What follows belongs to an exercise in optimizing a design on an open flow for small area, a short achievable clock period and few clock cycles per item; a production flow would make more cautious choices.
RTL that was checked went through simulation tests only; none was proved equivalent to the original.
No functional check of the RTL was part of run 3.
Power figures rest on the tool's default switching activity, not on a simulated workload.

==> flow/design.v (outline; a module is shown in full before it is edited, if it fits) <==
// module csa_fa: 4 lines
// module csa_ha: 4 lines
// module csa_hai: 4 lines
// module bicubic_tree1: 299 lines
// module bicubic_tree2: 278 lines
// module bicubic_tree3: 256 lines
// module bicubic_pnext: 99 lines
// module bicubic_resampler: 280 lines
// module bicubic_coef: 14 lines
module bicubic_resampler #(
    parameter int LEN_W = bicubic_pkg::LEN_W
) (
    input  wire logic              CLK,
    input  wire logic              RST,
    input  wire logic              start_i,
    input  wire logic [LEN_W-1:0]  src_len_i,
    input  wire logic [LEN_W-1:0]  dst_len_i,
    input  wire logic              src_valid_i,
    input  wire bicubic_pkg::pix_t src_pix_i,
    output logic                   src_ready_o,
    output logic                   out_valid_o,
    output bicubic_pkg::pix_t      out_pix_o,
    input  wire logic              out_ready_i,
    output logic                   done_o
);
  // ...
==> flow/flow/run.sh <==
#!/bin/bash
set -euo pipefail
sed 's/ SETUP_SLACK_MARGIN=[0-9.]* / SETUP_SLACK_MARGIN=7.0 /' standard.sh > standard_margin.sh
grep -q 'SETUP_SLACK_MARGIN=7.0' standard_margin.sh
bash standard_margin.sh > standard.log 2>&1
==> flow/standard.sh <==
#!/bin/bash
# synth_recipe.tcl (not shown) runs the flow's synth.tcl, then flattens the netlist and writes it again
# the make line also repeats each setting of config.mk as NAME=value (left out here)
make -C /OpenROAD-flow-scripts/flow DESIGN_CONFIG=/design/flow/config.mk WORK_HOME=/design/flow/orfs CLKGATE_MAP_FILE= SYNTH_SCRIPT=/design/flow/synth_recipe.tcl "${@:-finish}"
==> flow/config.mk <==
export PLATFORM = sky130hd
export DESIGN_NAME = bicubic_resampler
export DESIGN_NICKNAME = bicubic_resampler
export VERILOG_FILES = /design/flow/design.v
export SDC_FILE = /design/flow/constraint.sdc
export NUM_CORES = 4
export LEC_CHECK = 0
export ABC_CLOCK_PERIOD_IN_PS = 4000
export CAP_MARGIN = 20
export CORE_MARGIN = 2
export CORE_UTILIZATION = 40
export SETUP_SLACK_MARGIN = 5
export SLEW_MARGIN = 20
export SYNTH_HIERARCHICAL = 1
==> flow/constraint.sdc <==
create_clock -name core_clock -period 10.0 [get_ports {CLK}]
set_input_delay 2.0000 -clock core_clock [delete_from_list [all_inputs] [get_ports {CLK}]]
set_output_delay 2.0000 -clock core_clock [all_outputs]
set_load 0.01 [all_outputs]
==> flow_metrics.py, run 1 <==
metrics = {
    "route": {
        "wl_per_cell_um": 16.5,
        "drtPass1Iterations": 5,
        "wl_met1_um": 27000,
        "avgViaCountPerCell": 5.02,
        "wirelength_um": 60600,
    },
    "floorplanning": {
        "initial_core_util": 0.403,
        "die_height_um": 264,
    },
    "final_layout": {
        "layout.cells.most_common": "sky130_fd_sc_hd__nand2_1",
        "clock_tree_area_fraction": 0.0528,
        "finish.instance_area_mm2": 0.0315,
        "register_area_mm2": 0.00961,
        "regMostFlops": "qe",
        "num-clock-buffers": 53,
        "seqAreaFraction": 0.305,
    },
    "critical_path": {
        "crit_path_start": "den[1]",
        "crit_path_cell_trace": "fa_2, nand2b_4, a211o_1, a21o_4, and2_4, nor2_4, nor2_4, ha_4, and3_4, o211ai_1, a311oi_2, nand2b_4, buf_6, mux2_4, o221ai_2",
        "worstPathBufferInverterCount": 1,
        "critical-path-max-stage-delay_ns": 0.48,
    },
    "clock_network": {
        "cts_buffers": 44,
        "clkLatencyLatePin_ns": 0.58,
        "clock-sinks": 398,
        "cts_resized": 197,
    },
    "power_and_ir_drop": {
        "comb_power_mw": 5.00,
        "power_frac_seq": 0.271,
        "top_power_group": "combinational cells",
        "power.internal_mw": 5.84,
        "leakage_nw": 12.9,
    },
    "timing": {
        "final.setup_skew_ns": 0.0228,
        "worst_hold_slack_ns": 0.321,
        "timing.setup.tns_ns": 0,
        "post-route-period-util": 0.385,
    },
    "grt": {
        "grt_busiest_layer": "met2",
        "grt_util_all_layers": 0.177,
        "met2_track_usage_gr": 0.309,
        "gr-total-overflow": 0,
        "first_global_vias": 19436,
        "grt_first_pass_wirelength_um": 101000,
    },
    "place": {
        "dp.cells": 3446,
    },
    "yosys": {
        "syn-num-nets": 3164,
    },
    "outcome": {
        "outcome": "no timing/DRC/antenna violations",
    },
}
Testbench counts, summed over its fixed seeds: cycles 18,916, items 16,987.
==> run 2, diff against run 1 <==
==> flow/flow/run.sh (replaced) <==
#!/bin/bash
set -euo pipefail
sed 's/ SETUP_SLACK_MARGIN=[0-9.]* / SETUP_SLACK_MARGIN=6.4 /' standard.sh > standard_margin.sh
grep -q 'SETUP_SLACK_MARGIN=6.4' standard_margin.sh
bash standard_margin.sh > standard.log 2>&1
==> flow_metrics.py, run 2 <==
metrics = {
    "critical_path": {
        "timing.critical_path.arrival_ns": 4.11,
        "worst-path-max-fanout": 5,
        "critical_path_required_ns": 10.31,
        "path_class": "reg2reg",
        "worstSetupStartpointType": "register",
        "cp_endpoint_kind": "register",
    },
    "final_layout": {
        "largest_reg_flops": 56,
        "antennaDiodeCount": 0,
        "fillerInstances": 6137,
        "layout-drive-gt1-share": 0.130,
        "finish.instance_area_mm2": 0.0302,
        "area_delta_synth_final_pct": 11.9,
        "finalCoreUtilization": 0.451,
        "most-common-layout-cells": "430 x sky130_fd_sc_hd__nand2_1, 363 x sky130_fd_sc_hd__inv_1, 261 x sky130_fd_sc_hd__fa_1",
        "final_nets": 3153,
        "layout.cells.most_common": "sky130_fd_sc_hd__nand2_1",
        "instances_no_fill": 3594,
        "regMostFlops": "qe",
    },
    "timing": {
        "clock.fmax_mhz": 263,
        "timing.setup.tns_ns": 0,
        "max-slew-margin-rel": 0.255,
        "final.setup_skew_ns": 0.0217,
        "unrepaired_setup_endpoints_after_global_routing": "yes",
        "tightest_slew_ns": 1.11,
        "timing.final.setup_violations": 0,
        "timing.final.hold_violations": 0,
        "min_period_ns": 3.80,
        "slew_viol_final": 0,
        "post-route-period-util": 0.380,
        "worst_hold_slack_ns": 0.326,
        "fin_ws_ns": 6.20,
    },
    "place": {
        "placedInstanceArea_mm2": 0.0277,
        "globalplace.congestion": 0.845,
        "port_buffers": 37,
        "dp_hpwl_um": 42900,
        "dp.cells": 3448,
        "post-place-ws_ns": 5.50,
    },
    "clock_network": {
        "cts_max_path_buffers": 3,
        "clkLatencyLatePin_ns": 0.57,
        "clk_pin_slew_ns": 0.06,
        "clock-sinks": 398,
        "cts.htree.levels": 2,
        "post_cts_hold_buffer_count": 0,
        "cts_root_buf": "sky130_fd_sc_hd__clkbuf_16",
        "cts_tree": "done",
        "cts_buffers": 45,
    },
    "yosys": {
        "post_synth.cell_area_avg_um2": 10.0,
        "synthesis.yosys.warnings": 10,
        "cell_area_after_synthesis_mm2": 0.0270,
        "syn_inst": 2695,
        "syn-num-nets": 3164,
    },
    "power_and_ir_drop": {
        "leakage_nw": 12.2,
        "p_per_area_mw_per_mm2": 290,
        "vdd_ir_drop_max_mv": 0.472,
        "total_power_consumption_of_the_routed_design_mw": 8.75,
    },
    "route": {
        "wirelength_um": 58100,
        "wl_per_cell_um": 16.2,
        "vias": 18030,
        "dr.first_iter.drc_count": 1172,
        "avgViaCountPerCell": 5.02,
        "antenna_left": 0,
        "remaining_drc_errors": 0,
        "drtPass1Iterations": 5,
    },
    "grt": {
        "grt_first_pass_wirelength_um": 96400,
        "gr-total-overflow": 0,
        "grt_util_all_layers": 0.169,
        "grt_antenna_before_repair": 0,
        "first_global_vias": 19005,
        "maximum_number_of_pins_on_one_net_before_global_route_repair": 49,
    },
    "run": {
        "max-cap-violations": 0,
    },
    "floorplanning": {
        "die_height_um": 264,
        "row_count": 95,
        "pin_count": 38,
        "fp.dieArea_mm2": 0.0695,
        "core_mm2": 0.0669,
        "initial_core_util": 0.403,
        "die_width_um": 264,
    },
    "outcome": {
        "outcome": "no timing/DRC/antenna violations",
    },
    "hold_path": {
        "holdCritPathClass": "reg2reg",
    },
}
-- run 2: area by class of cell --
type	count	area, µm²	share of cell area
multi-input cells	1753	15600	0.518
flip-flops and latches	398	9520	0.315
inverters	380	1440	0.0476
clock buffers	62	1360	0.0449
well taps	873	1090	0.0362
repair buffers	106	900	0.0298
clock inverters	22	245	0.00813
-- run 2: what timing repair did --
action | 4_1_cts | 5_1_grt
resized for setup | 58 | 52
gates cloned | 1 | 0
endpoints found under the setup margin | 28 | 60
setup buffers | 49 | 12
pin swaps | 39 | 35
-- run 2: path summary, 6_finish.rpt --
kind / startpoint / to / slack (ns) / cells after the start
worst min-delay path: c1[8] / c2[8] / 0.33 / 0
worst max register to register: den[1] / en[4] / 6.20 / 16
worst max-delay path: den[1] / en[4] / 6.20 / 16
worst min register to register: c1[8] / c2[8] / 0.33 / 0
-- run 2: critical path, cell delays in order, from the launching register on --
cell                       delay, ns
sky130_fd_sc_hd__edfxtp_1       0.47
sky130_fd_sc_hd__fa_2           0.43
sky130_fd_sc_hd__nand2b_4       0.15
sky130_fd_sc_hd__a211o_1        0.29
sky130_fd_sc_hd__a21o_4         0.26
sky130_fd_sc_hd__nand2_8        0.09
sky130_fd_sc_hd__buf_6          0.11
sky130_fd_sc_hd__nor2_2         0.03
sky130_fd_sc_hd__nor2_2         0.20
sky130_fd_sc_hd__ha_4           0.16
sky130_fd_sc_hd__and3_4         0.16
sky130_fd_sc_hd__o211ai_1       0.14
sky130_fd_sc_hd__a311oi_2       0.33
sky130_fd_sc_hd__nand2b_4       0.22
sky130_fd_sc_hd__nor2_1         0.06
sky130_fd_sc_hd__a41oi_1        0.25
sky130_fd_sc_hd__o221ai_1       0.17
-- run 2: layer usage --
metal	share of wire	global-route usage	up-vias
li1	-	-	8666
met1	0.44	0.218	8891
met2	0.49	0.292	376
met3	0.040	0.0220	97
met4	0.026	0.0565	0
met5	0	0	-
-- run 2: power breakdown --
| part | total (mW) | switching, mW | internal [mW] |
|---|---|---|---|
| logic | 4.46 | 2.35 | 2.11 |
| clock network | 1.75 | 0.688 | 1.06 |
| registers | 2.54 | 0.332 | 2.21 |
==> module bicubic_resampler, before the edit <==
module bicubic_resampler #(
    parameter int LEN_W = bicubic_pkg::LEN_W
) (
    input  wire logic              CLK,
    input  wire logic              RST,
    input  wire logic              start_i,
    input  wire logic [LEN_W-1:0]  src_len_i,
    input  wire logic [LEN_W-1:0]  dst_len_i,
    input  wire logic              src_valid_i,
    input  wire bicubic_pkg::pix_t src_pix_i,
    output logic                   src_ready_o,
    output logic                   out_valid_o,
    output bicubic_pkg::pix_t      out_pix_o,
    input  wire logic              out_ready_i,
    output logic                   done_o
);
    localparam int QN = 7;   
    logic             busy;        
    logic             done_r;
    logic [LEN_W-1:0] den;         
    logic [LEN_W-1:0] src_left;    
    logic             sl_nz;       
    logic [7:0]       nb;          
    logic             nbv;         
    logic             srdy;        
    logic [LEN_W-1:0] out_left;    
    logic             ol_nz;       
    logic             k8;          
    logic             loaded;      
    logic             filling;     
    logic [1:0]       fsh;         
    logic             out0;        
    logic             prep;        
    logic [QN-1:0]    oc;          
    logic [1:0]       dcnt;        
    logic             ddone;       
    logic [7:0]       kq;          
    logic [LEN_W-1:0] rr;          
    logic [7:0]       xr;          
    logic [7:0]       xn;          
    logic [LEN_W-1:0] en;          
    logic             sh;          
    logic [7:0]         p1, p2, p3;
    logic signed [10:0] ca;
    logic signed [9:0]  cs;        
    logic signed [8:0]  cc;
    logic signed [10:0] pa;        
    logic start_go, pop, iss0, issr, iss, run, avail, step, take, win_sh, use_nb;
    logic [7:0] npix;
    logic [7:0] x_in;
    assign start_go = start_i && !busy;
    assign pop      = out_valid_o && out_ready_i;
    assign run    = prep && ol_nz && !oc[QN-1];
    assign avail  = nbv || !sl_nz;
    assign src_ready_o = srdy;
    assign take   = srdy && src_valid_i;
    assign step   = filling && avail;                     
    assign iss0   = busy && loaded && !out0;
    assign issr   = run && (!sh || avail);
    assign iss    = iss0 || issr;
    assign win_sh = (step && loaded) || (issr && sh);
    assign use_nb = nbv && (step || (issr && sh));
    assign npix   = nbv ? nb : p3;
    assign x_in   = out0 ? xr : 8'd0;
    logic [LEN_W+1:0] sd;          
    logic [LEN_W:0]   t1, t2;
    logic [LEN_W+1:0] u1, u2;
    logic [LEN_W-1:0] r1, r2;
    logic             q1, q2;
    always_comb begin
        sd = {1'b0, src_len_i, 1'b0} + {2'b01, ~dst_len_i};
        t1 = {en, 1'b0};
        u1 = {1'b0, t1} - {2'b00, den};
        q1 = !u1[LEN_W+1];
        r1 = q1 ? u1[LEN_W-1:0] : t1[LEN_W-1:0];
        t2 = {r1, 1'b0};
        u2 = {1'b0, t2} - {2'b00, den};
        q2 = !u2[LEN_W+1];
        r2 = q2 ? u2[LEN_W-1:0] : t2[LEN_W-1:0];
    end
    logic       ecar;
    logic [8:0] xsum;
    logic [9:0] xcs;
    always_comb begin
        ecar = (en >= den);
        xcs  = {1'b0, xn, 1'b1} + {1'b0, kq, ecar};
        xsum = xcs[9:1];
    end
    logic busy_n, out0_n, ddone_n, filling_n, prep_n, fin, sl_nz_n, nbv_n, ol_nz_n, sh_n, dlast;
    logic [QN-1:0] oc_n;
    always_comb begin
        dlast     = !ddone && dcnt == 2'd3;
        fin       = pop && oc[0] && !oc[1] && !ol_nz;     
        busy_n    = start_go || (busy && !fin);
        out0_n    = !start_go && (out0 || iss0);
        ddone_n   = !start_go && (ddone || dlast);
        filling_n = start_go || (filling && !(step && loaded && fsh == 2'd1));
        prep_n    = busy_n && out0_n && ddone_n && !filling_n;
        sl_nz_n   = start_go || (take ? (src_left != LEN_W'(1)) : sl_nz);
        nbv_n     = !start_go && (take || (nbv && !use_nb));
        ol_nz_n   = start_go || (iss ? (out_left != LEN_W'(1)) : ol_nz);
        if (iss && !pop)      oc_n = {oc[QN-2:0], 1'b1};
        else if (!iss && pop) oc_n = {1'b0, oc[QN-1:1]};
        else                  oc_n = oc;
        if (dlast)     sh_n = k8 | kq[6];
        else if (issr) sh_n = xsum[8] | k8;
        else           sh_n = sh;
    end
    always_ff @(posedge CLK) begin
        if (RST) begin
            busy    <= 1'b0;
            done_r  <= 1'b0;
            oc      <= '0;
            filling <= 1'b0;
            prep    <= 1'b0;
            srdy    <= 1'b0;
        end else begin
            busy    <= busy_n;
            filling <= filling_n;
            prep    <= prep_n;
            oc      <= oc_n;
            srdy    <= busy_n && sl_nz_n
                       && (!nbv_n || filling_n || (prep_n && ol_nz_n && !oc_n[QN-1] && sh_n));
            if (start_go) done_r <= 1'b0;
            else if (fin) done_r <= 1'b1;
        end
    end
    always_ff @(posedge CLK) begin
        out0  <= out0_n;
        ddone <= ddone_n;
        sl_nz <= sl_nz_n;
        nbv   <= nbv_n;
        ol_nz <= ol_nz_n;
        sh    <= sh_n;
        if (take) nb <= src_pix_i;
        if (dlast && !k8) den <= LEN_W'(den - r1);
        if (start_go) begin
            den      <= dst_len_i - 1'b1;
            k8       <= (src_len_i == dst_len_i);
            src_left <= src_len_i;
            out_left <= dst_len_i;
            loaded   <= 1'b0;
            fsh      <= (src_len_i == dst_len_i) ? 2'd3 : 2'd2;
            dcnt     <= 2'd0;
        end else begin
            if (take) src_left <= src_left - 1'b1;
            if (iss)  out_left <= out_left - 1'b1;
            if (step) begin
                loaded <= 1'b1;
                if (loaded) fsh <= fsh - 1'b1;
            end
            if (!ddone) dcnt <= dcnt + 1'b1;
        end
    end
    always_ff @(posedge CLK) begin
        if (start_go) begin
            en <= sd[LEN_W+1] ? sd[LEN_W-1:0] : LEN_W'({src_len_i, 1'b0} - 2'd2);
            kq <= {7'd0, sd[LEN_W+1]};
        end else if (!ddone && dcnt != 2'd3) begin
            en <= r2;
            kq <= {kq[5:0], q1, q2};
        end else if (dlast) begin
            kq  <= k8 ? 8'd0 : {kq[6:0], q1};
            rr  <= k8 ? '0 : r1;
            xr  <= k8 ? 8'd0 : {kq[6:0], q1};
            xn  <= k8 ? 8'd0 : {kq[5:0], q1, q2};
            en  <= k8 ? '0 : r2;
        end else if (issr) begin
            xr <= xn;
            xn <= xsum[7:0];
            en <= ecar ? LEN_W'(en - den) : LEN_W'(en + rr);
        end
    end
    logic signed [10:0] na, npa;
    logic signed [9:0]  ns;
    logic signed [8:0]  nc;
    bicubic_coef u_coef (.p1(p1), .p2(p2), .p3(p3), .n(npix), .pa(pa), .a(na), .s(ns), .c(nc));
    bicubic_pnext u_pnext (.p2(p2), .p3(p3), .n(npix), .pn(npa));
    always_ff @(posedge CLK) begin
        if (step && !loaded) begin
            p1 <= nb;
            p2 <= nb;
            p3 <= nb;
            ca <= '0;
            cs <= '0;
            cc <= '0;
            pa <= -$signed({3'b0, nb});
        end else if (win_sh) begin
            p1 <= p2;
            p2 <= p3;
            p3 <= npix;
            ca <= na;
            cs <= ns;
            cc <= nc;
            pa <= npa;
        end
    end
    logic [5:1]         v;
    logic [11:0]        r1a, r1b;
    logic               r1c;
    logic [11:0]        h1;
    logic [10:0]        r2a, r2b;
    logic               r2c;
    logic [10:0]        h2;
    logic [9:0]         r3a, r3b;
    logic               r3c;
    logic signed [8:0]  c1, c2;
    logic [7:0]         pp1, pp2, pp3, pp4;
    logic [7:0]         x1, x2, x3, x4;
    logic [11:0] t1a, t1b;
    logic        t1c;
    logic [10:0] t2a, t2b;
    logic        t2c;
    logic [9:0]  t3a, t3b;
    logic        t3c;
    logic [12:0] h1c;
    logic [11:0] h2c;
    logic [10:0] y3c;
    logic [9:0]  y3;
    logic [7:0]  res;
    bicubic_tree1 u_t1 (.au({~ca[10], ca[9:0]}), .x(x_in), .su({~cs[9], cs[8:0]}), .ya(t1a), .yb(t1b), .yc(t1c));
    assign h1c = {~r1a, 1'b1} + {~r1b, r1c};
    bicubic_tree2 u_t2 (.hu({~h1[11], h1[10:0]}), .x(x2), .cu({~c2[8], c2[7:0]}), .ya(t2a), .yb(t2b), .yc(t2c));
    assign h2c = {~r2a, 1'b1} + {~r2b, r2c};
    bicubic_tree3 u_t3 (.hu({~h2[10], h2[9:0]}), .x(x4), .p(pp4), .ya(t3a), .yb(t3b), .yc(t3c));
    assign y3c = {~r3a, 1'b1} + {~r3b, r3c};
    assign y3  = y3c[10:1];
    assign res = y3[9] ? 8'd0 : (y3[8] ? 8'hff : y3[7:0]);
    always_ff @(posedge CLK) begin
        if (RST) v <= '0;
        else     v <= {v[4:1], iss};
    end
    always_ff @(posedge CLK) begin
        r1a <= t1a;
        r1b <= t1b;
        r1c <= t1c;
        c1  <= cc;
        pp1 <= p1;
        x1  <= x_in;
        h1  <= h1c[12:1];
        c2  <= c1;
        pp2 <= pp1;
        x2  <= x1;
        r2a <= t2a;
        r2b <= t2b;
        r2c <= t2c;
        pp3 <= pp2;
        x3  <= x2;
        h2  <= h2c[11:1];
        pp4 <= pp3;
        x4  <= x3;
        r3a <= t3a;
        r3b <= t3b;
        r3c <= t3c;
    end
    logic [7:0]    qe [QN];
    logic [QN-1:0] qv;
    logic [QN-1:0] qv_hold, qv_pop;
    logic [7:0]    qe_hold [QN];
    logic [7:0]    qe_pop [QN];
    always_comb begin
        qv_hold = v[5] ? {qv[QN-2:0], 1'b1} : qv;
        qv_pop  = v[5] ? qv : {1'b0, qv[QN-1:1]};
        for (int i = 0; i < QN; i++) begin
            qe_hold[i] = (v[5] && !qv[i] && (i == 0 || qv[(i + QN - 1) % QN])) ? res : qe[i];
            if (i == QN - 1) qe_pop[i] = qe[i];
            else qe_pop[i] = (v[5] && qv[i] && !qv[(i + 1) % QN]) ? res : qe[(i + 1) % QN];
        end
    end
    always_ff @(posedge CLK) begin
        if (RST) qv <= '0;
        else     qv <= pop ? qv_pop : qv_hold;
        for (int i = 0; i < QN; i++) begin
            qe[i] <= pop ? qe_pop[i] : qe_hold[i];
        end
    end
    assign out_valid_o = qv[0];
    assign out_pix_o   = qe[0];
    assign done_o      = done_r;
endmodule
==> run 3, diff against run 2 <==
--- a/flow/design.v
+++ b/flow/design.v
@@ -1044,4 +1044,3 @@
     logic [LEN_W+1:0] sd;          
-    logic [LEN_W:0]   t1, t2;
-    logic [LEN_W+1:0] u1, u2;
+    logic [LEN_W+3:0] u1, ua, ub;  
     logic [LEN_W-1:0] r1, r2;
@@ -1050,10 +1049,14 @@
         sd = {1'b0, src_len_i, 1'b0} + {2'b01, ~dst_len_i};
-        t1 = {en, 1'b0};
-        u1 = {1'b0, t1} - {2'b00, den};
-        q1 = !u1[LEN_W+1];
-        r1 = q1 ? u1[LEN_W-1:0] : t1[LEN_W-1:0];
-        t2 = {r1, 1'b0};
-        u2 = {1'b0, t2} - {2'b00, den};
-        q2 = !u2[LEN_W+1];
-        r2 = q2 ? u2[LEN_W-1:0] : t2[LEN_W-1:0];
+        u1 = {3'b0, en, 1'b0} - {4'b0, den};
+        ub = {2'b0, en, 2'b0} - {4'b0, den};
+        ua = {2'b0, en, 2'b0} - {3'b0, den, 1'b0} - {4'b0, den};
+        q1 = !u1[LEN_W+3];
+        r1 = q1 ? u1[LEN_W-1:0] : {en[LEN_W-2:0], 1'b0};
+        if (q1) begin
+            q2 = !ua[LEN_W+3];
+            r2 = q2 ? ua[LEN_W-1:0] : {u1[LEN_W-2:0], 1'b0};
+        end else begin
+            q2 = !ub[LEN_W+3];
+            r2 = q2 ? ub[LEN_W-1:0] : {en[LEN_W-3:0], 2'b0};
+        end
     end
==> flow/flow/run.sh (replaced) <==
#!/bin/bash
set -euo pipefail
sed 's/ SETUP_SLACK_MARGIN=[0-9.]* / SETUP_SLACK_MARGIN=6.6 /' standard.sh > standard_margin.sh
grep -q 'SETUP_SLACK_MARGIN=6.6' standard_margin.sh
bash standard_margin.sh > standard.log 2>&1
==> flow_metrics.py, run 3 <==
metrics = {
    "final_layout": {
        "antennaDiodeCount": 0,
        "largest_reg_flops": 56,
        "finalCoreUtilization": 0.457,
        "finish.instance_area_mm2": 0.0312,
        "fillerInstances": 6340,
        "regMostFlops": "qe",
        "layout-drive-gt1-share": 0.144,
        "most-common-layout-cells": "481 x sky130_fd_sc_hd__nand2_1, 343 x sky130_fd_sc_hd__inv_1, 259 x sky130_fd_sc_hd__fa_1",
        "layout.cells.most_common": "sky130_fd_sc_hd__nand2_1",
        "final_nets": 3285,
        "area_delta_synth_final_pct": 13.3,
    },
    "yosys": {
        "synthesis.yosys.warnings": 10,
        "cell_area_after_synthesis_mm2": 0.0275,
        "post_synth.cell_area_avg_um2": 9.87,
        "syn_inst": 2791,
        "syn-num-nets": 3267,
    },
    "timing": {
        "post-route-period-util": 0.366,
        "timing.setup.tns_ns": 0,
        "clock.fmax_mhz": 274,
        "max-slew-margin-rel": 0.354,
        "min_period_ns": 3.66,
        "timing.final.setup_violations": 0,
        "unrepaired_setup_endpoints_after_global_routing": "yes",
        "final.setup_skew_ns": 0.0209,
        "slew_viol_final": 0,
        "worst_hold_slack_ns": 0.326,
        "tightest_slew_ns": 0.967,
        "timing.final.hold_violations": 0,
    },
    "floorplanning": {
        "die_width_um": 266,
        "fp.dieArea_mm2": 0.0710,
        "pin_count": 38,
        "core_mm2": 0.0683,
        "row_count": 96,
        "die_height_um": 266,
        "initial_core_util": 0.403,
    },
    "grt": {
        "gr-total-overflow": 0,
        "grt_antenna_before_repair": 0,
        "first_global_vias": 19670,
        "maximum_number_of_pins_on_one_net_before_global_route_repair": 51,
        "grt_util_all_layers": 0.175,
        "grt_first_pass_wirelength_um": 101000,
    },
    "clock_network": {
        "clock-sinks": 398,
        "cts_root_buf": "sky130_fd_sc_hd__clkbuf_16",
        "cts_max_path_buffers": 3,
        "clk_pin_slew_ns": 0.06,
        "cts_buffers": 43,
        "clkLatencyLatePin_ns": 0.58,
        "cts_tree": "done",
        "cts.htree.levels": 2,
    },
    "place": {
        "dp_hpwl_um": 45300,
        "placedInstanceArea_mm2": 0.0284,
        "port_buffers": 37,
        "globalplace.congestion": 0.894,
    },
    "power_and_ir_drop": {
        "total_power_consumption_of_the_routed_design_mw": 8.89,
        "vdd_ir_drop_max_mv": 0.220,
        "leakage_nw": 12.5,
        "p_per_area_mw_per_mm2": 285,
    },
    "critical_path": {
        "critical_path_required_ns": 10.47,
        "worst-path-max-fanout": 10,
        "timing.critical_path.arrival_ns": 4.12,
        "worstSetupStartpointType": "input pin",
        "path_class": "in2reg",
        "cp_endpoint_kind": "register",
    },
    "route": {
        "wirelength_um": 61300,
        "drtPass1Iterations": 6,
        "avgViaCountPerCell": 5.12,
        "wl_per_cell_um": 16.5,
        "vias": 19078,
        "antenna_left": 0,
        "dr.first_iter.drc_count": 1245,
        "remaining_drc_errors": 0,
    },
    "hold_path": {
        "holdCritPathClass": "reg2reg",
    },
    "run": {
        "max-cap-violations": 0,
    },
    "outcome": {
        "outcome": "no timing/DRC/antenna violations",
    },
}
run 3: where the power goes:
part / internal, mW / total, mW / switching, mW
combinational: 2.23 / 4.76 / 2.53
sequential: 2.15 / 2.48 / 0.329
clock: 0.986 / 1.66 / 0.673
total: 5.36 / 8.89 / 3.53
run 3: what timing repair did:
action,CTS,global route
resized for setup,108,91
pin swaps,34,34
setup buffers,57,35
endpoints found under the hold margin,0,0
setup endpoints to repair,85,45
hold buffers,0,0
run 3: metrics by stage:
stage          instances  setup slack (ns)
6_report            3726              6.34
5_1_grt             3726              6.27
4_1_cts             3690              6.36
3_5_place_dp        3553              5.17
3_3_place_gp        3553              5.26
2_1_floorplan       2791              6.42
run 3: final timing paths:
check                                 start    end  slack, ns  cells after the start
worst max-delay path            out_ready_i   srdy       6.34                      9
worst min-delay path                  x1[5]  x2[5]       0.33                      0
worst max register to register          nbv  pa[8]       6.38                     11
worst min register to register        x1[5]  x2[5]       0.33                      0
run 3: layer usage:
metal	track usage	routed length (µm)
met1	0.237	28000
met4	0.0512	1680
met5	0	0
met3	0.0267	3230
met2	0.288	28400
run 3: final cells by class:
| cell class | instances | area [µm²] | area share |
|---|---|---|---|
| clock buffers | 54 | 1200 | 0.0384 |
| repair buffers | 134 | 1120 | 0.0360 |
| multi-input cells | 1870 | 16600 | 0.530 |
| flip-flops and latches | 398 | 9540 | 0.306 |
| clock inverters | 26 | 285 | 0.00914 |
| well taps | 882 | 1100 | 0.0353 |
| inverters | 362 | 1410 | 0.0453 |
run 3: worst max-delay path, cell delays in order:
cell,delay (ns)
sky130_fd_sc_hd__clkdlybuf4s50_1,0.59
sky130_fd_sc_hd__nand2_4,0.16
sky130_fd_sc_hd__inv_4,0.16
sky130_fd_sc_hd__ha_2,0.26
sky130_fd_sc_hd__nor3b_1,0.09
sky130_fd_sc_hd__a21oi_2,0.24
sky130_fd_sc_hd__and3_1,0.19
sky130_fd_sc_hd__o311ai_0,0.13
sky130_fd_sc_hd__a311oi_1,0.29
==> run 4, diff against run 3 <==
--- a/flow/design.v
+++ b/flow/design.v
@@ -1090,2 +1090,22 @@
     end
+    logic srdy_n;
+    logic [3:0] srdy_c;
+    always_comb begin
+        for (int k = 0; k < 4; k++) begin
+            logic tk, pp;
+            logic sl_nz_k, nbv_k, full_k;
+            tk = k[0];
+            pp = k[1];
+            sl_nz_k = start_go || (tk ? (src_left != LEN_W'(1)) : sl_nz);
+            nbv_k   = !start_go && (tk || (nbv && !use_nb));
+            if (iss && !pp)      full_k = oc[QN-2];
+            else if (!iss && pp) full_k = 1'b0;
+            else                 full_k = oc[QN-1];
+            srdy_c[k] = (start_go || busy) && sl_nz_k
+                        && (!nbv_k || filling_n
+                            || ((start_go || busy) && out0_n && ddone_n && !filling_n
+                                && ol_nz_n && !full_k && sh_n));
+        end
+        srdy_n = srdy_c[{pop, take}];
+    end
     always_ff @(posedge CLK) begin
@@ -1103,4 +1123,3 @@
             oc      <= oc_n;
-            srdy    <= busy_n && sl_nz_n
-                       && (!nbv_n || filling_n || (prep_n && ol_nz_n && !oc_n[QN-1] && sh_n));
+            srdy    <= srdy_n;
             if (start_go) done_r <= 1'b0;
@@ -1155,3 +1174,3 @@
     end
-    logic signed [10:0] na, npa;
+    logic signed [10:0] na, npb;
     logic signed [9:0]  ns;
@@ -1159,3 +1178,3 @@
     bicubic_coef u_coef (.p1(p1), .p2(p2), .p3(p3), .n(npix), .pa(pa), .a(na), .s(ns), .c(nc));
-    bicubic_pnext u_pnext (.p2(p2), .p3(p3), .n(npix), .pn(npa));
+    bicubic_pnext u_pnext (.p2(p2), .p3(p3), .n(nb), .pn(npb));
     always_ff @(posedge CLK) begin
@@ -1176,3 +1195,3 @@
             cc <= nc;
-            pa <= npa;
+            pa <= nbv ? npb : -$signed({3'b0, p2});    
         end
==> flow/flow/run.sh (replaced) <==
#!/bin/bash
set -euo pipefail
sed 's/ SETUP_SLACK_MARGIN=[0-9.]* / SETUP_SLACK_MARGIN=6.6 BUFFER_PORTS_ARGS="-buffer_cell sky130_fd_sc_hd__buf_2" /' \
    standard.sh > standard_margin.sh
grep -q 'SETUP_SLACK_MARGIN=6.6' standard_margin.sh
bash standard_margin.sh > standard.log 2>&1
==> flow_metrics.py, run 4 <==
metrics = {
    "grt": {
        "gr-total-overflow": 0,
        "maximum_number_of_pins_on_one_net_before_global_route_repair": 59,
        "grt_util_all_layers": 0.169,
        "grt_first_pass_wirelength_um": 97000,
        "first_global_vias": 19005,
        "grt_antenna_before_repair": 0,
    },
    "timing": {
        "post-route-period-util": 0.369,
        "tightest_slew_ns": 0.892,
        "timing.setup.tns_ns": 0,
        "timing.final.setup_violations": 0,
        "max-slew-margin-rel": 0.403,
        "min_period_ns": 3.69,
        "timing.final.hold_violations": 0,
        "slew_viol_final": 0,
        "final.setup_skew_ns": 0.0135,
        "clock.fmax_mhz": 271,
        "unrepaired_setup_endpoints_after_global_routing": "yes",
    },
    "power_and_ir_drop": {
        "vdd_ir_drop_max_mv": 0.482,
        "leakage_nw": 12.4,
        "p_per_area_mw_per_mm2": 310,
    },
    "clock_network": {
        "clock-sinks": 398,
        "clk_pin_slew_ns": 0.06,
        "post_cts_hold_buffer_count": 0,
        "clkLatencyLatePin_ns": 0.58,
        "cts.htree.levels": 2,
        "cts_buffers": 46,
        "cts_max_path_buffers": 3,
        "cts_root_buf": "sky130_fd_sc_hd__clkbuf_16",
        "cts_tree": "done",
    },
    "final_layout": {
        "final_nets": 3190,
        "most-common-layout-cells": "391 x sky130_fd_sc_hd__nand2_1, 358 x sky130_fd_sc_hd__inv_1, 260 x sky130_fd_sc_hd__fa_1",
        "area_delta_synth_final_pct": 11.0,
        "layout.cells.most_common": "sky130_fd_sc_hd__nand2_1",
        "largest_reg_flops": 56,
        "instances_no_fill": 3626,
        "layout-drive-gt1-share": 0.130,
        "regMostFlops": "qe",
    },
    "yosys": {
        "post_synth.cell_area_avg_um2": 10.0,
        "syn_inst": 2733,
        "synthesis.yosys.warnings": 10,
        "syn-num-nets": 3209,
        "cell_area_after_synthesis_mm2": 0.0274,
    },
    "route": {
        "antenna_left": 0,
        "vias": 18382,
        "remaining_drc_errors": 0,
        "wl_per_cell_um": 16.2,
        "drtPass1Iterations": 5,
        "wirelength_um": 58600,
        "dr.first_iter.drc_count": 1203,
        "avgViaCountPerCell": 5.07,
    },
    "hold_path": {
        "timing.hold.worst_endpoint": "pp2[6]",
        "holdCritPathClass": "reg2reg",
        "min-delay-start": "pp1[6]",
        "worst_hold_path_cell_count": 0,
    },
    "place": {
        "dp.cells": 3484,
        "port_buffers": 37,
        "globalplace.congestion": 0.888,
        "dp_hpwl_um": 44000,
    },
    "floorplanning": {
        "die_width_um": 266,
        "initial_core_util": 0.406,
        "core_mm2": 0.0674,
        "pin_count": 38,
        "fp.dieArea_mm2": 0.0705,
        "die_height_um": 266,
        "row_count": 95,
    },
    "critical_path": {
        "cp_endpoint_kind": "register",
        "r2r_slack_ns": 6.31,
        "critical_path_required_ns": 10.31,
        "worst_r2r_endpoint": "den[6]",
        "path_class": "reg2reg",
        "worstSetupStartpointType": "register",
        "timing.critical_path.arrival_ns": 4.00,
        "critical_path.reg2reg.startpoint": "en[1]",
        "reg2reg_depth": 16,
        "worst-path-max-fanout": 8,
    },
    "outcome": {
        "outcome": "no timing/DRC/antenna violations",
    },
    "run": {
        "max-cap-violations": 0,
    },
}
==> run 4: how the worst max path moves through the flow <==
stage	from	to
6_report	en[1]	den[6]
5_1_grt	en[1]	den[6]
4_1_cts	en[1]	den[6]
3_5_place_dp	dst_len_i[4]	en[1]
3_3_place_gp	dst_len_i[4]	en[1]
2_1_floorplan	dst_len_i[1]	en[5]
==> run 4: critical path, cell delays in order (launching register included) <==
cell,delay [ns]
sky130_fd_sc_hd__edfxtp_1,0.48
sky130_fd_sc_hd__ha_4,0.29
sky130_fd_sc_hd__nor2b_4,0.13
sky130_fd_sc_hd__o31a_1,0.26
sky130_fd_sc_hd__o21a_1,0.24
sky130_fd_sc_hd__o21ai_4,0.21
sky130_fd_sc_hd__nand2_4,0.15
sky130_fd_sc_hd__buf_4,0.17
sky130_fd_sc_hd__buf_4,0.13
sky130_fd_sc_hd__mux2i_2,0.23
sky130_fd_sc_hd__ha_1,0.30
sky130_fd_sc_hd__a21boi_1,0.16
sky130_fd_sc_hd__o21a_1,0.19
sky130_fd_sc_hd__nor2_1,0.10
sky130_fd_sc_hd__xnor2_1,0.14
sky130_fd_sc_hd__xor2_1,0.16
sky130_fd_sc_hd__a21oi_1,0.08
==> run 4: repair_timing <==
action	in CTS	in global routing
setup endpoints to repair	31	24
hold endpoints to repair	0	0
resized for setup	41	42
setup buffers	34	20
pin swaps	30	31
==> run 4: area by class of cell <==
cell class	instances	area (µm²)
Clock buffer	69	1390
Fill cell	6270	37000
Antenna cell	1	2.50
Clock inverter	17	246
Sequential cell	398	9530
Timing Repair Buffer	101	692
Multi-Input combinational cell	1796	16000
Inverter	371	1410
Tap cell	873	1090
==> run 4: power by group <==
| part | internal (mW) | leakage (nW) | switching [mW] |
|---|---|---|---|
| clock | 1.09 | 0.798 | 0.680 |
| combinational | 2.30 | 8.18 | 2.63 |
| sequential | 2.30 | 3.45 | 0.401 |
==> run 4: per-stage QoR <==
stage	power, mW	setup slack [ns]	hold WS, ns	area (µm²)	util
global placement	7.13	6.08	0.311	28000	0.415
floorplan	6.61	6.48	0.310	27600	-
finish	9.41	6.31	0.321	30400	0.450
detailed placement	7.27	6.03	0.312	28000	0.415
CTS	9.24	6.44	0.307	30000	0.445
global route	10.2	6.19	0.315	30400	0.450
==> run 4: per-layer routing <==
| layer | vias to the layer above | routed length (µm) | global-route usage |
|---|---|---|---|
| met1 | 9021 | 26500 | 0.223 |
| met2 | 395 | 28000 | 0.285 |
| li1 | 8864 | - | - |
| met5 | - | 0 | 0 |
| met4 | 0 | 1490 | 0.0495 |
| met3 | 102 | 2590 | 0.0284 |
Testbench counts of run 4, summed over its fixed seeds: cycles 18,916, items 16,987.
==> run 5, diff against run 4 <==
==> flow/flow/run.sh (replaced) <==
#!/bin/bash
set -euo pipefail
sed 's/ SETUP_SLACK_MARGIN=[0-9.]* / SETUP_SLACK_MARGIN=6.6 /' standard.sh > standard_margin.sh
grep -q 'SETUP_SLACK_MARGIN=6.6' standard_margin.sh
bash standard_margin.sh > standard.log 2>&1
==> flow_metrics.py, run 5 <==
metrics = {
    "power_and_ir_drop": {
        "power_frac_seq": 0.284,
        "sw_frac_of_total": 0.401,
        "power.internal_mw": 5.68,
        "vdd_ir_drop_max_mv": 0.509,
        "switchingPower_mw": 3.80,
        "share_clk_of_total_power": 0.178,
        "p_per_area_mw_per_mm2": 309,
        "leakage_nw": 12.6,
        "comb_power_share": 0.538,
    },
    "timing": {
        "unrepaired_setup_endpoints_after_global_routing": "yes",
        "timing.final.setup_violations": 0,
        "slew_viol_final": 0,
        "final.setup_skew_ns": 0.0109,
        "max-slew-margin-rel": 0.251,
        "tightest_slew_ns": 1.11,
        "worst_hold_slack_ns": 0.319,
        "clock.fmax_mhz": 280,
        "timing.setup.tns_ns": 0,
        "post-route-period-util": 0.357,
        "timing.final.hold_violations": 0,
        "min_period_ns": 3.57,
    },
    "yosys": {
        "syn-num-nets": 3209,
        "post_synth.cell_area_avg_um2": 10.0,
        "synthesis.yosys.warnings": 10,
        "syn_inst": 2733,
        "cell_area_after_synthesis_mm2": 0.0274,
    },
    "route": {
        "dr.first_iter.drc_count": 1236,
        "wl_per_cell_um": 16.3,
        "drtPass1Iterations": 5,
        "antenna_left": 0,
        "vias": 18603,
        "wirelength_um": 59200,
        "avgViaCountPerCell": 5.11,
        "remaining_drc_errors": 0,
    },
    "floorplanning": {
        "die_height_um": 266,
        "pin_count": 38,
        "initial_core_util": 0.406,
        "row_count": 95,
        "die_width_um": 266,
        "core_mm2": 0.0674,
        "fp.dieArea_mm2": 0.0705,
    },
    "final_layout": {
        "finalCoreUtilization": 0.455,
        "largest_reg_flops": 56,
        "layout.cells.most_common": "sky130_fd_sc_hd__nand2_1",
        "regMostFlops": "qe",
        "layout-drive-gt1-share": 0.132,
        "finish.instance_area_mm2": 0.0307,
        "antennaDiodeCount": 0,
        "final_nets": 3211,
        "most-common-layout-cells": "390 x sky130_fd_sc_hd__nand2_1, 357 x sky130_fd_sc_hd__inv_1, 260 x sky130_fd_sc_hd__fa_1",
        "area_delta_synth_final_pct": 12.1,
    },
    "clock_network": {
        "cts.htree.levels": 2,
        "post_cts_hold_buffer_count": 0,
        "clkLatencyLatePin_ns": 0.58,
        "cts_buffers": 45,
        "cts_root_buf": "sky130_fd_sc_hd__clkbuf_16",
        "clock-sinks": 398,
        "clk_pin_slew_ns": 0.06,
        "cts_max_path_buffers": 3,
        "cts_tree": "done",
    },
    "critical_path": {
        "worstSetupStartpointType": "register",
        "r2r_slack_ns": 6.43,
        "timing.critical_path.arrival_ns": 4.00,
        "critical_path_required_ns": 10.43,
        "path_class": "reg2reg",
        "crit_path_cell_trace": "buf_6, fa_2, fa_1, fa_1, ha_4, nor2b_1, a311o_2, a221o_1, a21oi_2, nor2b_1, o21ai_1",
        "critical-path-max-stage-delay_ns": 0.59,
        "slowest_stage": "sky130_fd_sc_hd__fa_1",
        "worst-path-max-fanout": 4,
        "cp_endpoint_kind": "register",
    },
    "outcome": {
        "outcome": "no timing/DRC/antenna violations",
    },
    "place": {
        "placedInstanceArea_mm2": 0.0282,
        "port_buffers": 37,
        "dp_hpwl_um": 44100,
        "globalplace.congestion": 0.855,
    },
    "grt": {
        "gr-total-overflow": 0,
        "grt_antenna_before_repair": 0,
        "first_global_vias": 19315,
        "grt_first_pass_wirelength_um": 98200,
        "maximum_number_of_pins_on_one_net_before_global_route_repair": 59,
        "grt_util_all_layers": 0.171,
    },
    "hold_path": {
        "holdCritPathClass": "reg2reg",
    },
    "run": {
        "max-cap-violations": 0,
    },
}
run 5: power by group through the flow:
stage	sequential, mW	clock, mW	combinational [mW]
6_report	2.69	1.69	5.10
5_1_grt	2.75	1.79	5.73
4_1_cts	2.69	1.73	4.84
3_5_place_dp	2.74	0	4.58
3_3_place_gp	2.73	0	4.45
2_1_floorplan	2.49	0	4.12
run 5: path summary, 6_finish.rpt:
path                            start  endpoint  cells past startpoint
worst max-delay path            p3[3]    pa[10]                     11
worst min-delay path            x3[4]     x4[4]                      0
worst max register to register  p3[3]    pa[10]                     11
worst min register to register  x3[4]     x4[4]                      0
run 5: critical path, delay by kind of cell (launching register included):
kind | cells | cell delay, ns
compound gates | 4 | 0.94
simple gates | 2 | 0.17
fa+ha+maj | 4 | 1.64
buf+inv | 1 | 0.18
flops | 1 | 0.48
run 5: final cells by class:
cell class | count | area [µm²]
timing repair buffer | 121 | 1010
multi-input combinational | 1798 | 16100
inverter | 371 | 1420
fill | 6151 | 36700
tap | 873 | 1090
sequential | 398 | 9540
clock inverter | 27 | 289
clock buffer | 56 | 1250
run 5: per-layer routing:
metal  share of wire  track usage
met5               0            0
met4           0.033       0.0638
met3           0.044       0.0238
met2            0.48        0.287
met1            0.45        0.224
run 5: timing repair:
item,in CTS,in global routing
pin swaps,21,28
gates resized for setup,80,68
cloned,1,1
buffers inserted,46,29
setup endpoints to repair,99,86
run 5: metrics by stage:
step / total power [mW] / worst slack (ns) / std cells
after floorplan: 6.61 / 6.48 / 2733
after global placement: 7.18 / 5.61 / 3484
after detailed placement: 7.32 / 5.56 / 3484
after CTS: 9.26 / 6.37 / 3614
after global routing: 10.3 / 6.23 / 3644
final: 9.48 / 6.43 / 3644

==> afterwards: timing with drivers on the ports <==
In the flow no input, the clock included, has a driving cell. The finished layouts below were timed again as built, in two steps. Step 1 assumes that a clkbuf_16 drives the clock port and a buf_2 every other input. Step 2 adds t to the input delays and takes it off the output delays; t is the mean of the earliest and latest rising clock arrival at the registers after step 1. Input paths then give back, and output paths get back, about the clock's delay inside the block. Three values: ideal ports, drivers, drivers and shift; two values: the first two.
| run | shift t [ns] | setup slack, ns | worst setup path after step 2 | clock arrival spread, ns | cell pins on the clock port's net |
|---|---|---|---|---|---|
| run 1 | 0.633 | 6.152 / 6.152 / 5.744 | input to register | 0.026 / 0.026 | 1 |
| run 2 | 0.626 | 6.201 / 6.201 / 5.739 | input to register | 0.031 / 0.030 | 1 |
| run 3 | 0.631 | 6.345 / 6.349 / 5.718 | input to register | 0.030 / 0.030 | 1 |
| run 4 | 0.635 | 6.311 / 6.311 / 6.117 | input to register | 0.014 / 0.015 | 1 |
| run 5 | 0.631 | 6.429 / 6.429 / 6.073 | input to register | 0.013 / 0.013 | 1 |
After both steps setup and hold are still met in every run listed. For run 3, which loses most, drivers alone change the setup slack by +0.004 ns; drivers and shift together by -0.627 ns.
